What follows belongs to an exercise in optimizing a design on an open flow for small area; a production flow would make more cautious choices.
Function was checked by simulation only, so behaviour that the tests miss may differ from the original.
No activity file was given, so power comes from the tool's default toggle rates. The clock port is modelled as an ideal driver; clocking choices that lean on that would not hold on a real chip.

`config.mk`:
```
export PLATFORM = sky130hd
export DESIGN_NAME = wb_reg_file
export DESIGN_NICKNAME = wb_reg_file
export VERILOG_FILES = /design/flow/design.v
export SDC_FILE = /design/flow/constraint.sdc
export NUM_CORES = 4
export LEC_CHECK = 0
export CAP_MARGIN = 20
export CORE_MARGIN = 2
export CORE_UTILIZATION = 45
export CTS_CLUSTER_DIAMETER = 100
export CTS_CLUSTER_SIZE = 30
export SLEW_MARGIN = 20
export SYNTH_HIERARCHICAL = 1
```
`constraint.sdc`:
```
create_clock -name core_clock -period 6.0 [get_ports {clk}]
set_input_delay 1.2000 -clock core_clock [delete_from_list [all_inputs] [get_ports {clk}]]
set_output_delay 1.2000 -clock core_clock [all_outputs]
set_load 0.01 [all_outputs]
```
`design.v`:
```
module wb_reg_file #(
    parameter int PC_BITS       = 32,
    parameter int REG_ADDR_BITS = 5
) (
    input  logic                     clk,
    input  logic                     rst,
    input  logic                     reg_write_wb,
    input  logic [1:0]               mem_to_reg_wb,
    input  logic [PC_BITS-1:0]       alu_out_wb,
    input  logic [PC_BITS-1:0]       read_data_wb,
    input  logic [PC_BITS-1:0]       pc_plus_4wb,
    input  logic [REG_ADDR_BITS-1:0] write_reg_wb,
    input  logic [REG_ADDR_BITS-1:0] rs_addr_d,
    input  logic [REG_ADDR_BITS-1:0] rt_addr_d,
    output logic [PC_BITS-1:0]       rs_data_d,
    output logic [PC_BITS-1:0]       rt_data_d,
    output logic [PC_BITS-1:0]       result_wb,
    output logic                     commit_wb,
    output logic [31:0]              wb_count
);
    localparam int NUM_REGS = 1 << REG_ADDR_BITS;
    logic [PC_BITS-1:0] regs_q [1:NUM_REGS-1];
    logic [31:0]        count_q;
    always_comb begin
        case (mem_to_reg_wb)
            2'b01:   result_wb = read_data_wb;
            2'b10:   result_wb = pc_plus_4wb;
            default: result_wb = alu_out_wb;
        endcase
    end
    assign commit_wb = reg_write_wb && (write_reg_wb != '0);
    assign wb_count  = count_q;
    logic [PC_BITS-1:0]  wdata;
    logic [NUM_REGS-1:1] wen;
    assign wdata = rst ? '0 : result_wb;
    always_comb begin
        for (int i = 1; i < NUM_REGS; i++) begin
            wen[i] = rst | (reg_write_wb && (write_reg_wb == REG_ADDR_BITS'(i)));
        end
    end
    logic [PC_BITS-1:0] regs_d [1:NUM_REGS-1];
    for (genvar i = 1; i < NUM_REGS; i++) begin : g_reg
        for (genvar j = 0; j < PC_BITS; j++) begin : g_bit
            wb_reg_hold u_hold (
                .q    (regs_q[i][j]),
                .wd   (wdata[j]),
                .en   (wen[i]),
                .en_n (~wen[i]),
                .d    (regs_d[i][j])
            );
        end
    end
    always_ff @(posedge clk) begin
        for (int i = 1; i < NUM_REGS; i++) begin
            regs_q[i] <= regs_d[i];
        end
    end
    always_ff @(posedge clk) begin
        if (rst)            count_q <= '0;
        else if (commit_wb) count_q <= count_q + 32'd1;
    end
    logic [NUM_REGS-1:1] rs_sel, rt_sel;
    always_comb begin
        for (int i = 1; i < NUM_REGS; i++) begin
            rs_sel[i] = (rs_addr_d == REG_ADDR_BITS'(i));
            rt_sel[i] = (rt_addr_d == REG_ADDR_BITS'(i));
        end
    end
    for (genvar j = 0; j < PC_BITS; j++) begin : g_rd
        logic [NUM_REGS-1:1] col;
        for (genvar i = 1; i < NUM_REGS; i++) begin : g_col
            assign col[i] = regs_q[i][j];
        end
        wb_rd_bit u_rs (.q(col), .sel(rs_sel), .o(rs_data_d[j]));
        wb_rd_bit u_rt (.q(col), .sel(rt_sel), .o(rt_data_d[j]));
    end
endmodule
module wb_reg_hold (
    input  logic q,
    input  logic wd,
    input  logic en,
    input  logic en_n,
    output logic d
);
    assign d = (q | en) & (wd | en_n);
endmodule
module wb_rd_bit (
    input  logic [30:0] q,
    input  logic [30:0] sel,
    output logic        o
);
    logic [10:0] t;
    for (genvar k = 0; k < 10; k++) begin : g_aoi
        wb_aoi222 u_aoi (
            .a0(q[3*k]),   .b0(sel[3*k]),
            .a1(q[3*k+1]), .b1(sel[3*k+1]),
            .a2(q[3*k+2]), .b2(sel[3*k+2]),
            .y (t[k])
        );
    end
    assign t[10] = ~(q[30] & sel[30]);
    wb_or3_nand u_or (.t(t), .o(o));
endmodule
module wb_aoi222 (
    input  logic a0, b0, a1, b1, a2, b2,
    output logic y
);
    assign y = ~((a0 & b0) | (a1 & b1) | (a2 & b2));
endmodule
module wb_or3_nand (
    input  logic [10:0] t,
    output logic        o
);
    assign o = ~(&t[3:0]) | ~(&t[7:4]) | ~(&t[10:8]);
endmodule
```
`flow/run.sh`:
```
#!/bin/bash
# Standard ORFS layout (the standard.sh) with one change to how the layout is made: the port
# buffers are the smallest buffer instead of clkdlybuf4s50_1. Each tool's full log stays under
# orfs/logs/; make's own output goes to flow_make.log here.
set -euo pipefail
export BUFFER_PORTS_ARGS="-buffer_cell sky130_fd_sc_hd__buf_1"
bash standard.sh finish > flow_make.log 2>&1
```
`standard.sh`:
```
#!/bin/bash
# synth_recipe.tcl (not shown) runs the flow's synth.tcl, then flattens the netlist and writes it again
# the make line also repeats each setting of config.mk as NAME=value (left out here)
make -C /OpenROAD-flow-scripts/flow DESIGN_CONFIG=/design/flow/config.mk WORK_HOME=/design/flow/orfs CLKGATE_MAP_FILE= SYNTH_SCRIPT=/design/flow/synth_recipe.tcl "${@:-finish}"
```
==> impl_metrics.toml, run 1 <==
[outcome]
run_status = "complete, no violations"

[grt]
use_met1_pct = 52.5
grt_usage_pct = 40.0
grt_max_degree = 65
antenna_found_initial = 11
grt-ovfl-total = 0
grtUsageMet3_pct = 13.5
met2_usage_pct = 56.9
grt_pass1_wl_mm = 267
grt_pass1_vias = 37900
grt-busiest-layer = "met2"

[routing]
wl_mm = 191
dr.pass1.iters = 15
drc = 0
vias = 40800
post_drt_wl_per_cell_um = 37.7
vias_per_cell = 8.05
ant_nets = 0
drt_iter0_drc = 9153

[cts]
cts_tree = "yes"
postCtsSetupRepairBufs = 0
h-tree-depth = 2
cts_buffer_depth = 3
cts_resized = 0
clk_pin_slew_ps = 110
hold_buffers = 0
clockRootBuffer = "clkbuf_16"
cts_buffers = 41
numClockSinks = 1024
clock_latency_ps = 640

[timing]
worst_pin_slew_ps = 1260
relSlewSlack_pct = 15.9
finalSetupViolations = 0
setup-tns-final_ps = 0
hold_viol_final = 0
final.period_utilization_pct = 90.0
finalMaxSlewViolations = 0
clock.fmax_ghz = 0.185
fin_worst_skew_ps = 13.1
rsz0062_at_grt = "no"
fin_crit_ps = 5400

[worst_setup_path]
crit_family = "simple AND/OR/NAND/NOR gates"
rr_worst_depth = 5
worstSetupPathType = "in2out"
cp-end-kind = "output port"
startpoint_type = "primary input"
path_buf_inv = 3
cp_slowest_cell = "nor2_4"
cp_data_arrival_time_ps = 4200
crit_top_cell = "buf_1"
path_cells = "buf_1 -> buf_4 -> nand3b_1 -> nor2_4 -> a222oi_1 -> nand4_1 -> or3_1 -> buf_1"
r2r_setup_slack_ps = 3900
cp.required_ps = 4800
reg2reg_to = "count_q[23]"
worstReg2RegStart = "count_q[6]"
critPathMaxStageDelay_ps = 980
critPathMaxFanout = 32

[logic_synthesis]
netlist_top_cells_area = "dfxtp_1 (51%), o22a_1 (22%), a222oi_1 (16%), nand4_1 (2.2%), or3_1 (1.3%)"
yosysTopAreaCell = "dfxtp_1"
async_reset_ff_share_pct = 0
synth.distinct_cells = 33
synth_top_area_share_pct = 51.4
ys_ff_latch = 1024
syn_avg_cell_area_um2 = 11.5
ys_seq_area_share_pct = 51.4
synth_edf_count = 0
syn_inst = 3459
yosys_warnings = 10
syn-num-nets = 3578
synth_top_flop_cell = "dfxtp_1"
syn_area_um2 = 39800

[worst_hold_path]
whs_path_depth = 2
hold_start = "count_q[31]"
worstHoldPathType = "reg2reg"
holdPathEnd = "count_q[31]"

[cells_and_area]
nFillCells = 8122
area_growth_syn_to_layout_pct = 14.8
finalNetCount = 4013
drive_above_1_share_pct = 9.64
fin_area_um2 = 45700

[power_and_ir_drop]
comb_power_share_pct = 16.3
p_switching_mw = 4.27
seqPwrFrac_pct = 58.2
pwr-share-clk_pct = 25.5
powerDensity_nw_per_um2 = 307
leakage_nw = 17.4
switching_share_pct = 30.4
intPower_mw = 9.76
ir_worst_vdd_v = 0.000267

[placed_design]
gp_congestion = 0.906
port_buffers = 244
hpwl_mm = 114
dpl_cell_area_um2 = 44400

[floorplan]
die_x_um = 302
coreArea_um2 = 88100
row_count = 109
start_util_pct = 45.2
die-area_um2 = 90900
io_pins = 245
die_y_um = 302

[flow_run]
cap_violations = 0
==> modules after synthesis, one instance, submodules excluded <==
module | copies in the design | area, um^2
wb_reg_hold | 992 | 8.76
wb_reg_file | 1 | 23000
wb_rd_bit | 64 | 3.75
wb_or3_nand | 64 | 23.8
wb_aoi222 | 640 | 10.0
==> logic make-up (layout without fill, tap and decap cells) <==
kind of cell    Yosys count  in the layout  synth area share (%)
compound gates         1755           1755                  39.7
flops                  1024           1024                  51.4
simple gates            583            583                  7.68
buf+inv                  76            518                 0.722
xor+xnor                 18             18                 0.396
fa+ha+maj                 3              3                0.0942
other cells               0              4                     0
==> worst max path at each step <==
stage / from / end / slack [ps] / cells past startpoint
after floorplan: rs_addr_d[4] / rs_data_d[0] / 1050 / 6
after global placement: rt_addr_d[0] / rt_data_d[31] / 750 / 8
after detailed placement: rt_addr_d[0] / rt_data_d[1] / 750 / 8
after CTS: rt_addr_d[0] / rt_data_d[1] / 730 / 8
after global routing: rt_addr_d[0] / rt_data_d[31] / 550 / 8
final: rt_addr_d[0] / rt_data_d[31] / 600 / 8
==> worst register-to-register path: cells and delay by family, from the launching register on <==
family | cells | cell delay [ps]
AOI/OAI and AO/OA | 1 | 140
and+or+nand+nor | 4 | 1430
DFF | 1 | 470
==> placed cells by master, fill, tap and decap left out, types with 3 or more instances in the layout <==
cell type,instances
dfxtp_1,1024
o22a_1,992
a222oi_1,640
buf_1,243
buf_4,175
nand4_1,140
nand2_1,119
or3_1,80
nand3_1,76
o21ai_0,44
clkbuf_16,44
nor2_4,42
nor2b_2,33
a22oi_1,32
a21oi_4,31
nor2_1,30
inv_1,29
nor3_2,20
a21oi_1,14
nand2b_1,11
xor2_1,10
xnor2_1,8
buf_12,7
nor3_1,6
buf_16,6
nor4_1,5
diode_2,4
nand3b_1,4
inv_2,4
and3_1,4
and2_1,3
and4_1,3
==> registers in the layout (all words and copies together), names as in the netlist <==
signal   cells
regs_q     992
count_q     32
==> cell type report <==
class                      instances  area, um^2  share of cell area [%]
inverter                          35         131                   0.287
tap                             1165        1460                    3.19
sequential                      1024       20500                    44.8
clock inverter                     6        77.6                   0.170
timing repair buffer             433        2560                    5.60
multi-input combinational       2359       19900                    43.5
antenna                            4        10.0                  0.0219
clock buffer                      44        1090                    2.38
==> through the flow <==
| step | setup WS (ps) | hold WS, ps | instances | util, % | power, mW |
|---|---|---|---|---|---|
| 6_report | 599 | 499 | 5070 | 51.9 | 14.0 |
| 5_1_grt | 550 | 522 | 5067 | 51.9 | 14.4 |
| 4_1_cts | 733 | 501 | 5060 | 51.7 | 13.9 |
| 3_5_place_dp | 747 | 483 | 5010 | 50.4 | 10.5 |
| 3_3_place_gp | 751 | 473 | 5009 | 50.4 | 10.4 |
| 2_1_floorplan | 1050 | 469 | 3459 | - | 9.41 |
==> power groups by stage <==
stage / registers [mW] / clock network, mW / logic [mW]
after global routing: 8.26 / 3.83 / 2.35
after floorplan: 8.14 / 0 / 1.28
after global placement: 8.28 / 0 / 2.16
final: 8.16 / 3.58 / 2.29
after detailed placement: 8.29 / 0 / 2.19
after CTS: 8.14 / 3.60 / 2.20
==> metal layers <==
layer / wire [um] / share of wire [%]
met1: 71500 / 37
met2: 77700 / 41
met3: 28600 / 15
met4: 13100 / 6.9
met5: 82 / 0.043
==> synthesized netlist by cell type (all sizes together), types with 32 or more instances <==
library cell / n
a21oi: 45
a222oi: 640
a22oi: 32
clkbuf: 37
dfxtp: 1024
inv: 35
nand2: 119
nand3: 77
nand4: 140
nor2: 72
nor2b: 35
o21ai: 44
o22a: 992
or3: 81
==> run 2: changes to the inputs <==
--- a/config.mk
+++ b/config.mk
@@ -8,7 +8,8 @@
 export CAP_MARGIN = 20
 export CORE_MARGIN = 2
-export CORE_UTILIZATION = 45
-export CTS_CLUSTER_DIAMETER = 100
-export CTS_CLUSTER_SIZE = 30
+export CORE_UTILIZATION = 35
+export CTS_CLUSTER_DIAMETER = 80
+export CTS_CLUSTER_SIZE = 24
+export PLACE_DENSITY = 0.45
 export SLEW_MARGIN = 20
 export SYNTH_HIERARCHICAL = 1
==> run 2 against run 1 <==
Net effect:
- critical endpoint is now rt_data_d[2]
- sequential share of layout area is 1.1 points lower
- via count is 1.4% higher
- global-route usage is 4.4 points lower
- hold slack better by 8.3 ps
- maximum frequency is 3.7% lower
- final area is 2.5% higher
- largest power group unchanged
==> impl_metrics.toml, run 2 <==
[logic_synthesis]
synth.most_common_cell = "dfxtp_1"
yosysTopAreaCell = "dfxtp_1"
synth_top_area_share_pct = 51.4
yosys_warnings = 10
ys_seq_area_share_pct = 51.4
syn_inst = 3459
syn_avg_cell_area_um2 = 11.5
ys_ff_latch = 1024
async_reset_ff_share_pct = 0
syn-num-nets = 3578
synth_top_flop_cell = "dfxtp_1"
netlist_top_cells_area = "dfxtp_1 (51%), o22a_1 (22%), a222oi_1 (16%), nand4_1 (2.2%), or3_1 (1.3%)"
synth_edf_count = 0
synth.distinct_cells = 33
syn_area_um2 = 39800
synthTopCellsByCount = "dfxtp_1 (1024), o22a_1 (992), a222oi_1 (640)"

[cells_and_area]
top_regs = "regs_q (992), count_q (32)"
fin_area_um2 = 46900
seq_area_um2 = 20500
largest_reg_flops = 992
area_growth_syn_to_layout_pct = 17.6
layout.cells.most_common = "dfxtp_1"
top_register = "regs_q"
finalNetCount = 4033
multi_input_comb_area_um2 = 19900
drive_above_1_share_pct = 10.8
nFillCells = 10900
fin_util_pct = 41.6
layout_common_cells = "dfxtp_1 (1024), o22a_1 (992), a222oi_1 (640)"

[grt]
grtUsageMet3_pct = 10.3
antenna_found_initial = 22
met2_usage_pct = 52.7
grt-ovfl-total = 0
grt-busiest-layer = "met2"
grt_pass1_vias = 40100
grt_usage_pct = 35.6
grt_pass1_wl_mm = 300
grt_max_degree = 46
use_met1_pct = 46.0

[cts]
clock_latency_ps = 710
cts_buffer_depth = 3
numClockSinks = 1024
h-tree-depth = 2
cts_buffers = 56
hold_buffers = 0
clk_pin_slew_ps = 90
cts_tree = "yes"
cts_resized = 0
postCtsSetupRepairBufs = 0
clockRootBuffer = "clkbuf_16"

[worst_setup_path]
cp-end-kind = "output port"
critPathMaxFanout = 20
worstSetupPathType = "in2out"
cp_data_arrival_time_ps = 4410
cp.required_ps = 4800
startpoint_type = "primary input"

[timing]
setup-tns-final_ps = 0
clock.fmax_ghz = 0.178
finalSetupViolations = 0
finalMaxSlewViolations = 0
rsz0062_at_grt = "no"
relSlewSlack_pct = 16.7
hold_viol_final = 0
worst_pin_slew_ps = 1250
fin_worst_skew_ps = 28.5
final.period_utilization_pct = 93.5
fin_crit_ps = 5610

[routing]
vias_per_cell = 7.58
dr.pass1.iters = 17
drc = 0
drt_iter0_drc = 8499
wl_mm = 218
ant_nets = 0
vias = 41400
post_drt_wl_per_cell_um = 39.8

[flow_run]
cap_violations = 0

[floorplan]
die_x_um = 341
coreArea_um2 = 113000
start_util_pct = 35.4
row_count = 123
io_pins = 245
die_y_um = 341
die-area_um2 = 117000

[placed_design]
dpl_cell_area_um2 = 44900
hpwl_mm = 138
port_buffers = 244
gp_congestion = 0.971

[power_and_ir_drop]
leakage_nw = 17.8
ir_worst_vdd_v = 0.000246
powerDensity_nw_per_um2 = 327
power.total_mw = 15.3

[outcome]
run_status = "complete, no violations"

[worst_hold_path]
worstHoldPathType = "reg2reg"
## run 2: cell types whose count changed in the layout (fill, tap and decap cells not counted), sizes merged
cell | before | now
buf | 431 | 437
bufinv | 0 | 9
clkbuf | 46 | 65
clkinv | 5 | 12
clkinvlp | 0 | 3
diode | 4 | 12
inv | 36 | 42
## run 2: final timing paths
kind | cells after the start | slack (ps) | start | to
setup / recovery | 9 | 390 | rt_addr_d[1] | rt_data_d[2]
hold / removal | 1 | 510 | regs_q[31][24] | regs_q[31][24]
setup reg to reg | 5 | 3880 | count_q[6] | count_q[23]
hold reg to reg | 1 | 510 | regs_q[31][24] | regs_q[31][24]
## run 2: cell type report
cell class / count / share of cell area, %
repair buffers: 438 / 5.20
clock buffers: 64 / 3.18
well taps: 1500 / 4.00
flip-flops and latches: 1024 / 43.7
inverters: 35 / 0.280
diodes: 12 / 0.0641
clock inverters: 31 / 1.01
multi-input cells: 2359 / 42.5
## run 2: Yosys stat by module, one instance, submodules excluded
module,cells,times used,flip-flops and latches
wb_reg_hold,1,992,0
wb_reg_file,1507,1,1024
wb_aoi222,1,640,0
wb_rd_bit,1,64,0
wb_or3_nand,4,64,0
## run 2: per-stage QoR
| stage | setup slack [ps] | hold WS, ps | std cells |
|---|---|---|---|
| 4_1_cts | 591 | 506 | 5450 |
| 3_5_place_dp | 592 | 484 | 5355 |
| 3_3_place_gp | 585 | 475 | 5354 |
| 6_report | 389 | 507 | 5463 |
| 2_1_floorplan | 1050 | 469 | 3459 |
| 5_1_grt | 469 | 518 | 5460 |
## run 2: where the power goes
part | internal (mW) | total, mW | switching [mW]
Clock | 2.22 | 4.76 | 2.54
Combinational | 0.864 | 2.38 | 1.51
Sequential | 7.56 | 8.18 | 0.626
## run 2: cell families (layout without fill, tap and decap cells)
logic type | Yosys count | count (layout) | synth area share, %
compound gates | 1755 | 1755 | 39.7
xor+xnor | 18 | 18 | 0.396
fa+ha+maj | 3 | 3 | 0.0942
buf+inv | 76 | 568 | 0.722
flops | 1024 | 1024 | 51.4
other cells | 0 | 12 | 0
simple gates | 583 | 583 | 7.68
## run 2: layer usage
metal	share of wire [%]	vias up
li1	-	16600
met5	0.032	-
met1	39	21100
met2	42	3154
met4	6.5	10
met3	12	576
## run 2: worst max-delay path, cell delays in order
cell	delay [ps]
buf_1	270
nand2b_1	440
nor3_2	60
buf_4	260
buf_4	290
a222oi_1	680
nand4_1	440
or3_1	580
buf_1	170
==> run 3: changes to the inputs <==
--- a/config.mk
+++ b/config.mk
@@ -6,10 +6,9 @@
 export NUM_CORES = 4
 export LEC_CHECK = 0
-export CAP_MARGIN = 20
+export CAP_MARGIN = 10
 export CORE_MARGIN = 2
-export CORE_UTILIZATION = 35
+export CORE_UTILIZATION = 45
 export CTS_CLUSTER_DIAMETER = 80
 export CTS_CLUSTER_SIZE = 24
-export PLACE_DENSITY = 0.45
-export SLEW_MARGIN = 20
+export SLEW_MARGIN = 10
 export SYNTH_HIERARCHICAL = 1
==> run 3 against run 2 <==
Net effect:
- wire length decreased by 12%
- sequential share of layout area is 0.88 points higher
- via count fell by 2.3%
- critical path depth decreased by 1
- first-iteration DRC count up 0.13%
- core utilization grew 11 points
==> impl_metrics.toml, run 3 <==
[outcome]
run_status = "complete, no violations"

[cells_and_area]
fin_area_um2 = 45900
drive_above_1_share_pct = 9.86
finalNetCount = 4017
layout_common_cells = "dfxtp_1 (1024), o22a_1 (992), a222oi_1 (640)"
area_growth_syn_to_layout_pct = 15.3
nFillCells = 8028
layout.cells.most_common = "dfxtp_1"
largest_reg_flops = 992
top_regs = "regs_q (992), count_q (32)"
top_register = "regs_q"

[cts]
hold_buffers = 0
cts_buffer_depth = 3
clock_latency_ps = 640
cts_resized = 0
h-tree-depth = 2
cts_buffers = 51
numClockSinks = 1024
clockRootBuffer = "clkbuf_16"
postCtsSetupRepairBufs = 0
clk_pin_slew_ps = 90
cts_tree = "yes"

[logic_synthesis]
syn_inst = 3459
ys_ff_latch = 1024
yosysTopAreaCell = "dfxtp_1"
synth_edf_count = 0
yosys_warnings = 10
syn-num-nets = 3578
netlist_top_cells_area = "dfxtp_1 (51%), o22a_1 (22%), a222oi_1 (16%), nand4_1 (2.2%), or3_1 (1.3%)"
synth.distinct_cells = 33
synthTopCellsByCount = "dfxtp_1 (1024), o22a_1 (992), a222oi_1 (640)"
syn_avg_cell_area_um2 = 11.5
synth_top_flop_cell = "dfxtp_1"
synth.most_common_cell = "dfxtp_1"
ys_seq_area_share_pct = 51.4
syn_area_um2 = 39800
async_reset_ff_share_pct = 0
synth_top_area_share_pct = 51.4

[worst_setup_path]
crit_family = "simple AND/OR/NAND/NOR gates"
cp_slowest_cell = "nor2_4"
critPathMaxFanout = 32
path_buf_inv = 3
worstReg2RegStart = "count_q[6]"
critPathMaxStageDelay_ps = 1070
cp_data_arrival_time_ps = 4260
cp.required_ps = 4800
startpoint_type = "primary input"
worstSetupPathType = "in2out"
crit_path_start = "rt_addr_d[0]"
path_cells = "buf_1 -> buf_4 -> nand3b_1 -> nor2_4 -> a222oi_1 -> nand4_1 -> or3_1 -> buf_1"
crit_top_cell = "buf_1"
cp-end-kind = "output port"

[timing]
setup-tns-final_ps = 0
rsz0062_at_grt = "no"
fin_crit_ps = 5460
relSlewSlack_pct = 4.23
holdWs_ps = 497
hold_viol_final = 0
setup_slack_ps = 537
clock.fmax_ghz = 0.183
finalMaxSlewViolations = 0
fin_worst_skew_ps = 3.19
finalSetupViolations = 0
final.period_utilization_pct = 91.0
worst_pin_slew_ps = 1430

[floorplan]
die_y_um = 302
row_count = 109
die_x_um = 302
start_util_pct = 45.2
io_pins = 245
coreArea_um2 = 88100
die-area_um2 = 90900

[grt]
grt_usage_pct = 39.9
grt_max_degree = 65
antenna_found_initial = 8
grt-ovfl-total = 0
grt_pass1_wl_mm = 267
grt_pass1_vias = 37800

[placed_design]
hpwl_mm = 114
dpl_cell_area_um2 = 44400
port_buffers = 244
dp_slack_ps = 734
gp_congestion = 0.906

[routing]
vias = 40500
drt_iter0_drc = 8510
ant_nets = 0
dr.pass1.iters = 15
drc = 0
post_drt_wl_per_cell_um = 37.5
wl_mm = 191
vias_per_cell = 7.95

[worst_hold_path]
hold_start = "count_q[31]"
worstHoldPathType = "reg2reg"

[power_and_ir_drop]
powerDensity_nw_per_um2 = 316
leakage_nw = 17.5
ir_worst_vdd_v = 0.000270

[flow_run]
cap_violations = 0
==> run 3: cell count changes in the layout (fill, tap and decap cells not counted), sizes merged <==
cell	delta
diode	-4
clkinvlp	-2
inv	-4
bufinv	-6
clkinv	-8
buf	-11
clkbuf	-5
==> run 3: where the power goes <==
group / switching (mW) / internal (mW)
Sequential: 0.604 / 7.56
Clock: 2.33 / 1.76
Combinational: 1.43 / 0.857
Total: 4.36 / 10.2
==> run 3: Yosys stat by module (local to each module, per instance) <==
module,cell area (um^2),cells,flip-flops and latches
wb_reg_hold,8.76,1,0
wb_aoi222,10.0,1,0
wb_reg_file,23000,1507,1024
wb_or3_nand,23.8,4,0
wb_rd_bit,3.75,1,0
==> run 3: per-stage QoR <==
| step | power, mW | utilization, % | instances |
|---|---|---|---|
| CTS | 14.4 | 52.1 | 5079 |
| global route | 14.9 | 52.1 | 5080 |
| finish | 14.5 | 52.2 | 5088 |
| floorplan | 9.41 | - | 3459 |
| global placement | 10.4 | 50.4 | 5009 |
| detailed placement | 10.5 | 50.4 | 5009 |
==> run 3: tightest hold or removal path, cell delays in order, from the launching register on <==
cell and delay (ps):
dfxtp_1 330, o21ai_0 70, a21oi_1 60
==> run 3: cell families (layout without fill, tap and decap cells) <==
| family | after synthesis | in the layout | share of synthesized area (%) |
|---|---|---|---|
| flip-flops | 1024 | 1024 | 51.4 |
| buffers and inverters | 76 | 532 | 0.722 |
| other | 0 | 8 | 0 |
| AO/OA/AOI/OAI | 1755 | 1755 | 39.7 |
| AND/OR/NAND/NOR | 583 | 583 | 7.68 |
| XOR/XNOR | 18 | 18 | 0.396 |
| adder cells (fa/ha/maj) | 3 | 3 | 0.0942 |
==> run 3: metal layers <==
layer  routed length, um  up-vias  global-route usage (%)  part of all wire (%)
li1                    -    16600                       -                     -
met1               72100    19900                    52.4                    38
met2               77200     3291                    56.9                    41
met3               27300      690                    12.4                    14
met4               13600       10                    24.4                   7.1
met5                 347        -                    1.43                  0.18
==> run 3: cell type report <==
class | count | area [um^2] | share of cell area [%]
Tap cell | 1165 | 1460 | 3.17
Timing Repair Buffer | 427 | 2400 | 5.23
Antenna cell | 8 | 20.0 | 0.0436
Multi-Input combinational cell | 2359 | 19900 | 43.3
Inverter | 35 | 131 | 0.286
Clock buffer | 59 | 1360 | 2.95
Sequential cell | 1024 | 20500 | 44.6
Clock inverter | 11 | 165 | 0.359
==> run 3: final timing paths <==
path         slack, ps  cells past startpoint      endpoint
min                500                      2   count_q[31]
max reg2reg       3920                      5   count_q[23]
min reg2reg        500                      2   count_q[31]
max                540                      8  rt_data_d[3]
==> run 4: changes to the inputs <==
==> flow/run.sh (replaced) <==
#!/bin/bash
# Standard ORFS layout (the standard.sh) with two changes to how the layout is made: the port
# buffers are the smallest buffer instead of clkdlybuf4s50_1, and clock tree synthesis inserts no
# dummy loads. Each tool's full log stays under orfs/logs/; make's own output goes to
# flow_make.log here.
set -euo pipefail
export BUFFER_PORTS_ARGS="-buffer_cell sky130_fd_sc_hd__buf_1"
export CTS_ARGS="-sink_clustering_enable -repair_clock_nets -sink_clustering_size 30 -sink_clustering_max_diameter 100 -dont_use_dummy_load"
bash standard.sh finish > flow_make.log 2>&1
==> config.mk (replaced) <==
export PLATFORM = sky130hd
export DESIGN_NAME = wb_reg_file
export DESIGN_NICKNAME = wb_reg_file
export VERILOG_FILES = /design/flow/design.v
export SDC_FILE = /design/flow/constraint.sdc
export NUM_CORES = 4
export LEC_CHECK = 0
export CAP_MARGIN = 20
export CORE_MARGIN = 2
export CORE_UTILIZATION = 55
export CTS_CLUSTER_DIAMETER = 100
export CTS_CLUSTER_SIZE = 30
export PLACE_DENSITY = 0.66
export SLEW_MARGIN = 20
export SYNTH_HIERARCHICAL = 1
==> run 4 against run 3 <==
Net effect:
- sequential power about the same
- cell count decreased by 4.0%
- power is 4.9% lower
- critical path depth decreased by 1
- global-route usage increased by 9.2 points
- final area shrank 0.94%
- clock skew increased by 34 ps
- synthesized cell count unchanged
- critical endpoint is now rs_data_d[22]
- largest cell class unchanged
==> impl_metrics.toml, run 4 <==
[timing]
fin_crit_ps = 5600
clock.fmax_ghz = 0.179
finalSetupViolations = 0
worst_pin_slew_ps = 1200
relSlewSlack_pct = 19.8
setup-tns-final_ps = 0
hold_viol_final = 0
rsz0062_at_grt = "no"
fin_worst_skew_ps = 36.8
finalMaxSlewViolations = 0
final.period_utilization_pct = 93.3

[cts]
numClockSinks = 1024
cts_buffers = 40
postCtsSetupRepairBufs = 0
cts_resized = 0
clk_pin_slew_ps = 110
clockRootBuffer = "clkbuf_16"
cts_buffer_depth = 3
clock_latency_ps = 630
h-tree-depth = 2
cts_tree = "yes"
hold_buffers = 0

[worst_setup_path]
critPathMaxFanout = 14
worstReg2RegStart = "count_q[6]"
rr_worst_depth = 5
startpoint_type = "primary input"
r2r_setup_slack_ps = 3870
worstSetupPathType = "in2out"
cp.required_ps = 4800
cp-end-kind = "output port"
crit_top_cell = "buf_1"
cp_slowest_cell = "a222oi_1"
critPathMaxStageDelay_ps = 810
path_cells = "buf_1 -> nand2b_1 -> nor2_2 -> a222oi_1 -> nand4_1 -> or3_1 -> buf_1"
cp_data_arrival_time_ps = 4400
reg2reg_to = "count_q[23]"

[placed_design]
port_buffers = 244
gp_congestion = 1.03
place_inst = 4826
dpl_cell_area_um2 = 44400
hpwl_mm = 118

[grt]
grt_pass1_vias = 40700
grt_max_degree = 65
grt_usage_pct = 49.1
antenna_found_initial = 14
grt-ovfl-total = 0
grt_pass1_wl_mm = 271

[floorplan]
row_count = 98
die_x_um = 273
die_y_um = 273
io_pins = 245
coreArea_um2 = 71600
start_util_pct = 55.6
die-area_um2 = 74600

[outcome]
run_status = "complete, no violations"

[logic_synthesis]
ys_ff_latch = 1024
ys_seq_area_share_pct = 51.4
synth_edf_count = 0
syn_area_um2 = 39800
syn_inst = 3459
yosys_warnings = 10
syn_avg_cell_area_um2 = 11.5
yosysTopAreaCell = "dfxtp_1"
synth_top_area_share_pct = 51.4
netlist_top_cells_area = "dfxtp_1 (51%), o22a_1 (22%), a222oi_1 (16%), nand4_1 (2.2%), or3_1 (1.3%)"
synth_top_flop_cell = "dfxtp_1"
syn-num-nets = 3578
synth.most_common_cell = "dfxtp_1"
synth.distinct_cells = 33
async_reset_ff_share_pct = 0
synthTopCellsByCount = "dfxtp_1 (1024), o22a_1 (992), a222oi_1 (640)"

[routing]
dr.pass1.iters = 13
wl_mm = 192
post_drt_wl_per_cell_um = 39.3
drt_iter0_drc = 10200
vias_per_cell = 8.67
vias = 42300
drc = 0
ant_nets = 0

[power_and_ir_drop]
leakage_nw = 17.5
power.total_mw = 13.8
powerDensity_nw_per_um2 = 304
ir_worst_vdd_v = 0.000279

[cells_and_area]
top_regs = "regs_q (992), count_q (32)"
finalNetCount = 4039
area_growth_syn_to_layout_pct = 14.2
top_register = "regs_q"
largest_reg_flops = 992
fin_area_um2 = 45500
layout.cells.most_common = "dfxtp_1"
layout_common_cells = "dfxtp_1 (1024), o22a_1 (992), a222oi_1 (640)"
stdcell_count = 4882
drive_above_1_share_pct = 10.1

[worst_hold_path]
holdPathEnd = "count_q[31]"
hold_start = "count_q[31]"
worstHoldPathType = "reg2reg"
whs_path_depth = 2

[flow_run]
cap_violations = 0
==> run 4: kinds of logic (layout without fill, tap and decap cells) <==
kind of cell	after synthesis	after routing	share of synthesized area, %
and+or+nand+nor	583	583	7.68
xor gates and xnor gates	18	18	0.396
AOI/OAI and AO/OA	1755	1755	39.7
other	0	14	0
buffers and inverters	76	535	0.722
DFF	1024	1024	51.4
adders and majority gates	3	3	0.0942
==> run 4: layer usage <==
metal / vias up / global-route usage [%] / part of all wire (%)
li1: 16600 / - / -
met1: 20400 / 59.0 / 33
met2: 4187 / 70.1 / 40
met3: 1156 / 19.3 / 17
met4: 10 / 38.5 / 9.4
met5: - / 0 / 0.041
==> run 4: worst max-delay path: cells and delay by family <==
family                 cells  cell delay [ps]
AND/OR/NAND/NOR            4             2020
buffers and inverters      2              360
AO/OA/AOI/OAI              1              810
==> run 4: stage by stage <==
| step | hold WS [ps] | setup WS, ps | utilization [%] |
|---|---|---|---|
| global route | 523 | 307 | 63.5 |
| floorplan | 469 | 1050 | - |
| global placement | 465 | 634 | 62.0 |
| finish | 502 | 402 | 63.6 |
| CTS | 507 | 643 | 63.4 |
| detailed placement | 483 | 648 | 62.0 |
==> run 4: layout make-up <==
class / count / area [um^2]
multi-input combinational: 2359 / 19900
antenna: 14 / 35.0
fill: 5770 / 26100
tap: 950 / 1190
timing repair buffer: 460 / 2790
sequential: 1024 / 20500
inverter: 35 / 131
clock buffer: 40 / 1000
==> run 4: worst max-delay path by stage <==
stage                 startpoint             to  slack (ps)
detailed placement  rs_addr_d[3]  rs_data_d[22]         650
global route        rs_addr_d[3]  rs_data_d[22]         310
floorplan           rs_addr_d[4]   rs_data_d[0]        1050
finish              rs_addr_d[3]  rs_data_d[22]         400
CTS                 rs_addr_d[3]  rs_data_d[22]         640
global placement    rs_addr_d[3]  rs_data_d[11]         630
==> run 4: power by group <==
group	internal, mW	total, mW	switching (mW)
clock network	1.21	3.33	2.12
logic	0.870	2.32	1.45
registers	7.56	8.18	0.618
total	9.64	13.8	4.19
==> run 4: Yosys stat by module (local to each module, per instance) <==
module | cells | flip-flops and latches | times used | area, um^2
wb_reg_hold | 1 | 0 | 992 | 8.76
wb_reg_file | 1507 | 1024 | 1 | 23000
wb_aoi222 | 1 | 0 | 640 | 10.0
wb_rd_bit | 1 | 0 | 64 | 3.75
wb_or3_nand | 4 | 0 | 64 | 23.8
==> run 5: changes to the inputs <==
--- a/config.mk
+++ b/config.mk
@@ -8,8 +8,7 @@
 export CAP_MARGIN = 20
 export CORE_MARGIN = 2
-export CORE_UTILIZATION = 55
+export CORE_UTILIZATION = 45
 export CTS_CLUSTER_DIAMETER = 100
 export CTS_CLUSTER_SIZE = 30
-export PLACE_DENSITY = 0.66
 export SLEW_MARGIN = 20
 export SYNTH_HIERARCHICAL = 1
==> run 5 against run 4 <==
Net effect:
- critical path depth up 1
- die area grew 22%
- area after synthesis unchanged
- core utilization fell by 12 points
- synthesized cell count unchanged
- via count fell by 3.7%
- largest cell class unchanged
- largest power group unchanged
==> impl_metrics.toml, run 5 <==
[outcome]
run_status = "complete, no violations"

[power_and_ir_drop]
comb_power_share_pct = 16.5
powerDensity_nw_per_um2 = 304
switching_share_pct = 30.3
leakage_nw = 17.3
intPower_mw = 9.66
ir_worst_vdd_v = 0.000266
seqPwrFrac_pct = 58.9
power.total_mw = 13.9
pwr-share-clk_pct = 24.6
p_switching_mw = 4.21

[timing]
setup-tns-final_ps = 0
hold_viol_final = 0
final.period_utilization_pct = 92.6
relSlewSlack_pct = 16.9
finalMaxSlewViolations = 0
fin_crit_ps = 5550
rsz0062_at_grt = "no"
finalSetupViolations = 0
clock.fmax_ghz = 0.180
fin_worst_skew_ps = 17.1
worst_pin_slew_ps = 1240

[floorplan]
io_pins = 245
row_count = 109
coreArea_um2 = 88100
die_y_um = 302
die_x_um = 302
die-area_um2 = 90900
start_util_pct = 45.2

[logic_synthesis]
syn_avg_cell_area_um2 = 11.5
syn_inst = 3459
synth_top_flop_cell = "dfxtp_1"
synthTopCellsByCount = "dfxtp_1 (1024), o22a_1 (992), a222oi_1 (640)"
synth.most_common_cell = "dfxtp_1"
yosysTopAreaCell = "dfxtp_1"
syn-num-nets = 3578
synth_edf_count = 0
synth.distinct_cells = 33
netlist_top_cells_area = "dfxtp_1 (51%), o22a_1 (22%), a222oi_1 (16%), nand4_1 (2.2%), or3_1 (1.3%)"
synth_top_area_share_pct = 51.4
yosys_warnings = 10
async_reset_ff_share_pct = 0
ys_seq_area_share_pct = 51.4
ys_ff_latch = 1024
syn_area_um2 = 39800

[grt]
grt_max_degree = 65
grt_pass1_wl_mm = 267
antenna_found_initial = 14
grt-ovfl-total = 0
grt_usage_pct = 40.1
grt_pass1_vias = 37900

[cells_and_area]
fin_area_um2 = 45600
finalNetCount = 4013
fin_util_pct = 51.7
top_register = "regs_q"
area_growth_syn_to_layout_pct = 14.4
stdcell_count = 5060
top_regs = "regs_q (992), count_q (32)"
layout_common_cells = "dfxtp_1 (1024), o22a_1 (992), a222oi_1 (640)"
largest_reg_flops = 992
layout.cells.most_common = "dfxtp_1"
drive_above_1_share_pct = 9.43

[placed_design]
hpwl_mm = 114
place_inst = 5010
dpl_cell_area_um2 = 44400
gp_congestion = 0.906
port_buffers = 244

[cts]
cts_tree = "yes"
hold_buffers = 0
cts_buffer_depth = 3
clk_pin_slew_ps = 110
numClockSinks = 1024
cts_buffers = 41
clockRootBuffer = "clkbuf_16"
postCtsSetupRepairBufs = 0
clock_latency_ps = 620
cts_resized = 0
h-tree-depth = 2

[worst_setup_path]
r2r_setup_slack_ps = 3920
worstSetupPathType = "in2out"
worstReg2RegStart = "count_q[6]"
critPathMaxFanout = 32
reg2reg_to = "count_q[23]"
startpoint_type = "primary input"
cp.required_ps = 4800
cp_data_arrival_time_ps = 4350
cp-end-kind = "output port"
rr_worst_depth = 5

[routing]
vias_per_cell = 8.06
drc = 0
post_drt_wl_per_cell_um = 37.7
dr.pass1.iters = 12
ant_nets = 0
vias = 40800
wl_mm = 191
drt_iter0_drc = 9205

[worst_hold_path]
hold_start = "count_q[31]"
whs_path_depth = 2
worstHoldPathType = "reg2reg"
holdPathEnd = "count_q[31]"

[flow_run]
cap_violations = 0
[run 5: through the flow]
step	setup WS [ps]	hold slack (ps)
after floorplan	1050	469
after global placement	751	473
after detailed placement	747	483
after CTS	733	500
after global routing	444	520
final	445	500
[run 5: per-module statistics from Yosys, one instance, submodules excluded]
module       copies in the design  cells inside  cell area, um^2  flops+latches
wb_rd_bit                      64             1             3.75              0
wb_reg_file                     1          1507            23000           1024
wb_aoi222                     640             1             10.0              0
wb_reg_hold                   992             1             8.76              0
wb_or3_nand                    64             4             23.8              0
[run 5: metal layers]
layer	vias to the layer above	GRT usage [%]	wire length (um)
met5	-	0.476	65
met4	10	24.1	13100
met3	693	13.5	28700
met2	3481	56.5	77500
met1	20100	52.7	71600
li1	16500	-	-
[run 5: area by class of cell]
type                    count  area (um^2)
inverters                  35          131
repair buffers            433         2550
flip-flops and latches   1024        20500
well taps                1165         1460
diodes                      3         7.51
fillers                  8136        42500
multi-input cells        2359        19900
clock buffers              41         1030
[run 5: worst max path at each step]
stage	start	end	slack, ps	cells after the start
4_1_cts	rt_addr_d[0]	rt_data_d[1]	730	8
2_1_floorplan	rs_addr_d[4]	rs_data_d[0]	1050	6
5_1_grt	rt_addr_d[0]	rt_data_d[17]	440	8
3_5_place_dp	rt_addr_d[0]	rt_data_d[1]	750	8
6_report	rt_addr_d[0]	rt_data_d[17]	450	8
3_3_place_gp	rt_addr_d[0]	rt_data_d[31]	750	8
[run 5: power groups by stage]
stage,Combinational (mW),Clock (mW),Sequential [mW]
global placement,2.16,0,8.28
finish,2.29,3.41,8.16
floorplan,1.28,0,8.14
detailed placement,2.19,0,8.29
CTS,2.20,3.42,8.14
global route,2.35,3.66,8.26
[run 5: cells by family (layout without fill, tap and decap cells)]
group,Yosys count,count (layout),share of synthesized area [%]
compound gates,1755,1755,39.7
xor+xnor,18,18,0.396
fa+ha+maj,3,3,0.0942
buf+inv,76,509,0.722
flops,1024,1024,51.4
other cells,0,3,0
simple gates,583,583,7.68
[run 5: critical path, cell delays in order]
cell	delay (ps)
buf_1	380
buf_4	260
nand3b_1	260
nor2_4	980
a222oi_1	270
nand4_1	560
or3_1	240
buf_1	170

==> what the ideal ports hide <==
The results above use ideal ports. As a check the final layouts listed here were re-extracted and re-timed, cells and wires unchanged. Step 1, drivers: a clkbuf_16 drives clk and a buf_2 each remaining input, both assumed. Step 2, shift: input delay + t, output delay - t, t = (earliest + latest rising clock arrival at the registers) / 2. This alone moves slack from input paths to output paths. Slacks: no drivers / after step 1 / after step 2; pairs: no drivers / after step 1.
| run | shift t [ns] | setup slack, ns | worst hold slack (ns) | worst slew at a driven data input, ns |
|---|---|---|---|---|
| run 1 | 0.705 | 0.599 / 0.537 / 0.537 | 0.499 / 0.499 / 0.499 | 0.11 |
| run 2 | 0.771 | 0.389 / 0.261 / 0.261 | 0.507 / 0.507 / 0.507 | 0.13 |
| run 3 | 0.717 | 0.537 / 0.474 / 0.474 | 0.497 / 0.497 / 0.497 | 0.12 |
| run 4 | 0.697 | 0.402 / 0.372 / 0.372 | 0.502 / 0.502 / 0.502 | 0.09 |
| run 5 | 0.688 | 0.445 / 0.380 / 0.380 | 0.500 / 0.500 / 0.500 | 0.10 |
After both steps every run listed still meets setup and hold. For run 2, which loses most, drivers alone change the setup slack by -0.128 ns; drivers and shift together by -0.128 ns.
